This is an optimization exercise on Yosys and OpenROAD, whose aim is small area and a short achievable clock period, not a production implementation.
In this exercise RTL edits were held to simulation tests only and were not proved equivalent to the original.
Power is estimated from default activity; no workload was simulated.

## run C
==> flow/design.v <==
package net_pkg;
    localparam int NUM_PORTS   = 4;
    localparam int PORT_W      = 2;
    localparam int DATA_W      = 32;
    localparam int KEY_W       = 8;
    localparam int NUM_ENTRIES = 8;
    localparam int ENTRY_W     = 3;
    localparam int CNT_W       = 16;
    localparam int ADDR_W      = 16;
    localparam int KEY_LSB     = 0;
    localparam int MASK_LSB    = 8;
    localparam int EP_LSB      = 16;
    localparam int VALID_BIT   = 18;
    localparam int IDX_LSB     = 0;
    localparam int PORT_LSB    = 4;
    localparam int OP_LSB      = 8;
    typedef enum logic [3:0] {
        OP_WRITE_ENTRY  = 4'd1,
        OP_READ_ENTRY   = 4'd2,
        OP_READ_COUNTER = 4'd3
    } ctl_op_e;
    typedef enum logic {
        CNT_FORWARDED = 1'b0,
        CNT_DROPPED   = 1'b1
    } cnt_sel_e;
endpackage
`timescale 1ns/1ps
module silicon_net_top (
    input  logic          clk,
    input  logic          rst_n_i,
    output logic [127:0]  sa_data_o,
    output logic [3:0]    sa_valid_o,
    output logic [3:0]    sa_first_o,
    output logic [3:0]    sa_last_o,
    input  logic [3:0]    sa_ready_i,
    input  logic [127:0]  sa_data_i,
    input  logic [3:0]    sa_valid_i,
    input  logic [3:0]    sa_first_i,
    input  logic [3:0]    sa_last_i,
    output logic [3:0]    sa_ready_o,
    input  logic          ctl_read_i,
    input  logic          ctl_write_i,
    input  logic [15:0]   ctl_addr_i,
    input  logic [31:0]   ctl_wrdata_i,
    output logic [31:0]   ctl_rddata_o,
    output logic          ctl_rdvalid_o
);
    logic [3:0] op;
    logic [1:0] aport;
    logic [2:0] aidx;
    logic       tbl_wr;
    assign op     = ctl_addr_i[11:8];
    assign aport  = ctl_addr_i[5:4];
    assign aidx   = ctl_addr_i[2:0];
    assign tbl_wr = ctl_write_i && (op == 4'd1);
    logic [31:0]          tv_q;             
    logic [31:0][7:0]     tk_q;             
    logic [31:0][7:0]     tm_q;             
    logic [31:0][1:0]     te_q;             
    logic [31:0] ent_wr;
    always_comb begin
        for (int j = 0; j < 32; j++) ent_wr[j] = tbl_wr && ({aport, aidx} == 5'(j));
    end
    always_ff @(posedge clk or negedge rst_n_i) begin
        if (!rst_n_i) begin
            tv_q <= '0;
        end else begin
            for (int j = 0; j < 32; j++) begin
                if (ent_wr[j]) tv_q[j] <= ctl_wrdata_i[18];
            end
        end
    end
    always_ff @(posedge clk) begin
        for (int j = 0; j < 32; j++) begin
            if (ent_wr[j]) begin
                tk_q[j] <= ctl_wrdata_i[7:0];
                tm_q[j] <= ctl_wrdata_i[15:8];
                te_q[j] <= ctl_wrdata_i[17:16];
            end
        end
    end
    logic [3:0]      hit;
    logic [3:0][1:0] hit_ep;
    always_comb begin
        for (int p = 0; p < 4; p++) begin
            hit[p]    = 1'b0;
            hit_ep[p] = '0;
            for (int e = 7; e >= 0; e--) begin
                if (tv_q[8*p+e] && (((sa_data_i[32*p +: 8] ^ tk_q[8*p+e]) & tm_q[8*p+e]) == '0)) begin
                    hit[p]    = 1'b1;
                    hit_ep[p] = te_q[8*p+e];
                end
            end
        end
    end
    logic [3:0]      busy_q;
    logic [15:0]     own_q;             
    logic [3:0] owned;
    logic [3:0] own_rdy;
    always_comb begin
        owned   = '0;
        own_rdy = '0;
        for (int i = 0; i < 4; i++) begin
            for (int o = 0; o < 4; o++) begin
                owned[i]   = owned[i]   | (busy_q[o] & own_q[4*o+i]);
                own_rdy[i] = own_rdy[i] | (busy_q[o] & own_q[4*o+i] & sa_ready_i[o]);
            end
        end
    end
    logic [3:0] drop_q;
    logic [3:0] beat;
    logic [3:0] fwd_inc;
    logic [3:0] drop_inc;
    always_comb begin
        for (int p = 0; p < 4; p++) begin
            sa_ready_o[p] = own_rdy[p] || drop_q[p] || !(owned[p] || hit[p]);
            beat[p]       = sa_valid_i[p] && sa_ready_o[p];
            fwd_inc[p]    = sa_valid_i[p] && sa_last_i[p] && own_rdy[p];
            drop_inc[p]   = sa_valid_i[p] && sa_last_i[p] && !owned[p] && (drop_q[p] || !hit[p]);
        end
    end
    always_ff @(posedge clk or negedge rst_n_i) begin
        if (!rst_n_i) begin
            drop_q <= '0;
        end else begin
            for (int p = 0; p < 4; p++) begin
                if (beat[p]) drop_q[p] <= !sa_last_i[p] && !owned[p];
            end
        end
    end
    logic [15:0]     req;               
    logic [15:0]     gnt;               
    always_comb begin
        for (int o = 0; o < 4; o++) begin
            for (int i = 0; i < 4; i++) begin
                req[4*o+i] = sa_valid_i[i] && sa_first_i[i] && hit[i] && (hit_ep[i] == 2'(o));
            end
        end
    end
    always_comb begin
        for (int o = 0; o < 4; o++) begin
            gnt[4*o +: 4] = '0;
            for (int l = 0; l < 4; l++) begin
                logic [3:0] g;
                g = '0;
                for (int k = 4; k >= 1; k--) begin
                    if (req[4*o+(l + k) % 4]) begin
                        g = '0;
                        g[(l + k) % 4] = 1'b1;
                    end
                end
                if (own_q[4*o+l]) gnt[4*o +: 4] = gnt[4*o +: 4] | g;
            end
        end
    end
    always_ff @(posedge clk or negedge rst_n_i) begin
        if (!rst_n_i) begin
            busy_q <= '0;
            own_q  <= {4{4'b1000}};
        end else begin
            for (int o = 0; o < 4; o++) begin
                if (!busy_q[o]) begin
                    if (|req[4*o +: 4]) begin
                        busy_q[o] <= 1'b1;
                        own_q[4*o +: 4] <= gnt[4*o +: 4];
                    end
                end else if (sa_valid_o[o] && sa_ready_i[o] && sa_last_o[o]) begin
                    busy_q[o] <= 1'b0;
                end
            end
        end
    end
    always_comb begin
        for (int o = 0; o < 4; o++) begin
            sa_valid_o[o]         = busy_q[o] && |(own_q[4*o +: 4] & sa_valid_i);
            sa_first_o[o]         = |(own_q[4*o +: 4] & sa_first_i);
            sa_last_o[o]          = |(own_q[4*o +: 4] & sa_last_i);
            sa_data_o[32*o +: 32] = '0;
            for (int i = 0; i < 4; i++) begin
                sa_data_o[32*o +: 32] = sa_data_o[32*o +: 32] | ({32{own_q[4*o+i]}} & sa_data_i[32*i +: 32]);
            end
        end
    end
    logic [3:0][15:0] fcnt_q;
    logic [3:0][15:0] dcnt_q;
    always_ff @(posedge clk or negedge rst_n_i) begin
        if (!rst_n_i) begin
            fcnt_q <= '0;
            dcnt_q <= '0;
        end else begin
            for (int p = 0; p < 4; p++) begin
                if (fwd_inc[p])  fcnt_q[p] <= fcnt_q[p] + 16'd1;
                if (drop_inc[p]) dcnt_q[p] <= dcnt_q[p] + 16'd1;
            end
        end
    end
    logic       rd_pend_q;
    logic       rs_ent_q;
    logic       rs_cnt_q;
    logic [1:0] rs_port_q;
    logic [2:0] rs_idx_q;
    logic       rs_inc_q;
    logic [18:0] rdata_q;
    always_ff @(posedge clk or negedge rst_n_i) begin
        if (!rst_n_i) begin
            rd_pend_q     <= 1'b0;
            ctl_rdvalid_o <= 1'b0;
        end else begin
            rd_pend_q     <= ctl_read_i;
            ctl_rdvalid_o <= rd_pend_q;
        end
    end
    always_ff @(posedge clk) begin
        rs_ent_q  <= (op == 4'd2);
        rs_cnt_q  <= (op == 4'd3);
        rs_port_q <= aport;
        rs_idx_q  <= aidx;
        rs_inc_q  <= aidx[0] ? drop_inc[aport] : fwd_inc[aport];
    end
    logic [31:0] ent_sel;
    logic [7:0]  cnt_sel;
    logic [18:0] ent_rd;
    logic [15:0] cnt_rd;
    always_comb begin
        for (int j = 0; j < 32; j++) ent_sel[j] = rs_ent_q && ({rs_port_q, rs_idx_q} == 5'(j));
        for (int j = 0; j < 8; j++)  cnt_sel[j] = rs_cnt_q && ({rs_port_q, rs_idx_q[0]} == 3'(j));
        ent_rd = '0;
        for (int j = 0; j < 32; j++)
            ent_rd = ent_rd | ({19{ent_sel[j]}} & {tv_q[j], te_q[j], tm_q[j], tk_q[j]});
        cnt_rd = '0;
        for (int j = 0; j < 4; j++)
            cnt_rd = cnt_rd | ({16{cnt_sel[2*j]}} & fcnt_q[j]) | ({16{cnt_sel[2*j+1]}} & dcnt_q[j]);
    end
    always_ff @(posedge clk) begin
        rdata_q <= ent_rd | {3'b000, cnt_rd - 16'(rs_inc_q & rs_cnt_q)};
    end
    assign ctl_rddata_o = {13'd0, rdata_q};
endmodule
Settings: LEC_CHECK=0, CAP_MARGIN=20, CORE_MARGIN=2, CORE_UTILIZATION=60, SETUP_SLACK_MARGIN=3.5, SLEW_MARGIN=20; clock period 7.0 ns.
standard.sh (not shown) runs the stock make flow with config.mk's settings and CLKGATE_MAP_FILE= SYNTH_SCRIPT=/design/flow/synth_recipe.tcl, a recipe that flattens the netlist after the stock synthesis.
==> flow/flow/run.sh <==
#!/bin/bash
# Standard ORFS layout with lighter port buffers and a smaller clock tree.
# Each tool's output goes to ORFS's own logs under orfs/logs; the make output to flow_make.log.
set -euo pipefail
export BUFFER_PORTS_ARGS="-buffer_cell sky130_fd_sc_hd__buf_1"
export CTS_ARGS="-sink_clustering_enable -repair_clock_nets -dont_use_dummy_load -buf_list sky130_fd_sc_hd__clkbuf_8 -sink_clustering_size 15 -sink_clustering_max_diameter 50"
bash standard.sh > flow_make.log 2>&1
--- input diff run C..run M ---
- swapping 3.5 for 2.5 in SETUP_SLACK_MARGIN
Findings:
- Sort run C and run M by finished layout cell area, ascending, and run M comes first.
- Comparing run C against run M, there is no change at all in portion of netlist area occupied by mux cells.
- In run M, part of the cycle the worst path needs is lower than in run C.
- Run M vs run C on number of buffers and inverters on the critical path: run M is the lower one.
- Run M vs run C on minimum hold slack: run M is the higher one.
- Run M went all the way through the flow, and no timing, DRC or antenna check failed.
- Comparing run C and run M, the higher proportion of power drawn by the clock network was measured on run M.
- Comparing sequential cell area share for run C and run M, the smaller number came from run C.

========
RTL: the design.v shown in full above, as it stands there.
==> flow/config.mk <==
export PLATFORM = sky130hd
export DESIGN_NAME = silicon_net_top
export DESIGN_NICKNAME = silicon_net_top
export VERILOG_FILES = /design/flow/design.v
export SDC_FILE = /design/flow/constraint.sdc
export NUM_CORES = 4
export LEC_CHECK = 0
export CAP_MARGIN = 20
export CORE_MARGIN = 2
export CORE_UTILIZATION = 60
export SETUP_SLACK_MARGIN = 2.5
export SLEW_MARGIN = 20
==> flow/constraint.sdc <==
create_clock -name core_clock -period 7.0 [get_ports {clk}]
set_input_delay 1.4000 -clock core_clock [delete_from_list [all_inputs] [get_ports {clk}]]
set_output_delay 1.4000 -clock core_clock [all_outputs]
set_load 0.01 [all_outputs]
==> flow/flow/run.sh <==
#!/bin/bash
# Standard ORFS layout with lighter port buffers, a smaller clock tree and pin sides grouped
# by function. The make output goes to flow_make.log; each ORFS step logs under orfs/logs.
set -euo pipefail
here=$(cd "$(dirname "$0")" && pwd)
export BUFFER_PORTS_ARGS="-buffer_cell sky130_fd_sc_hd__buf_1"
export CTS_ARGS="-sink_clustering_enable -repair_clock_nets -dont_use_dummy_load -buf_list sky130_fd_sc_hd__clkbuf_8 -sink_clustering_size 15 -sink_clustering_max_diameter 50"
# Keep delay cells and the weak a222oi out of the logic and the port buffers
export DONT_USE_CELLS="sky130_fd_sc_hd__clkdlybuf4s15_1 sky130_fd_sc_hd__clkdlybuf4s15_2 sky130_fd_sc_hd__clkdlybuf4s18_1 sky130_fd_sc_hd__clkdlybuf4s18_2 sky130_fd_sc_hd__clkdlybuf4s25_1 sky130_fd_sc_hd__clkdlybuf4s25_2 sky130_fd_sc_hd__clkdlybuf4s50_1 sky130_fd_sc_hd__clkdlybuf4s50_2 sky130_fd_sc_hd__dlygate4sd1_1 sky130_fd_sc_hd__dlygate4sd2_1 sky130_fd_sc_hd__dlygate4sd3_1 sky130_fd_sc_hd__dlymetal6s2s_1 sky130_fd_sc_hd__dlymetal6s4s_1 sky130_fd_sc_hd__dlymetal6s6s_1 sky130_fd_sc_hd__a222oi_1"
export IO_CONSTRAINTS="$here/io.tcl"
bash standard.sh > flow_make.log 2>&1
Other scripts of this flow, unchanged in this note and not shown: flow/flow/io.tcl
Rerun with:
==> flow/flow/run.sh (replaced) <==
#!/bin/bash
# Standard ORFS layout with lighter port buffers, a smaller clock tree and pin sides grouped
# by function. The make output goes to flow_make.log; each ORFS step logs under orfs/logs.
set -euo pipefail
here=$(cd "$(dirname "$0")" && pwd)
export BUFFER_PORTS_ARGS="-buffer_cell sky130_fd_sc_hd__buf_1"
export CTS_ARGS="-sink_clustering_enable -repair_clock_nets -dont_use_dummy_load -buf_list sky130_fd_sc_hd__clkbuf_8 -sink_clustering_size 15 -sink_clustering_max_diameter 50"
export IO_CONSTRAINTS="$here/io.tcl"
bash standard.sh > flow_make.log 2>&1
Final area does not change.
First-iteration DRC count is unchanged.
Worst hold slack stays the same.
Sequential power hardly moves.
Core utilization does not change.
Routed wire length stays the same.
Via count is unchanged.
Die area is unchanged.
Worst setup slack stays the same.
Power stays the same.

==> static timing again, ports no longer ideal <==
The flow's constraints put no driver on any port. The routed layouts listed below were extracted and timed again, unchanged, in two steps.
Step 1: set_driving_cell puts a clkbuf_16 on clk and a buf_2 on each other input, an assumption about the parent block.
Step 2 also shifts input and output timing later by t, the mid clock arrival at the registers, as if the neighbouring blocks saw the same clock.
a / b / c = ideal ports / drivers / drivers and shift; a / b = the first two.
run	t (ns)	slack for setup (ns)	worst hold slack (ns)	latest minus earliest clock arrival (ns)	worst register clock-pin slew, ns
run C	0.781	1.976 / 1.906 / 1.542	0.357 / 0.357 / 0.357	0.117 / 0.117	0.10 / 0.10
run M	0.761	2.035 / 2.004 / 1.355	0.363 / 0.363 / 0.363	0.138 / 0.138	0.11 / 0.11
the first run of note 2	0.757	1.993 / 1.962 / 1.615	0.350 / 0.350 / 0.350	0.091 / 0.092	0.10 / 0.10
the second run of note 2	0.757	1.993 / 1.962 / 1.615	0.350 / 0.350 / 0.350	0.091 / 0.092	0.10 / 0.10
After both steps setup and hold are still met in every run listed. For run M, which loses most, drivers alone change the setup slack by -0.031 ns; drivers and shift together by -0.680 ns.
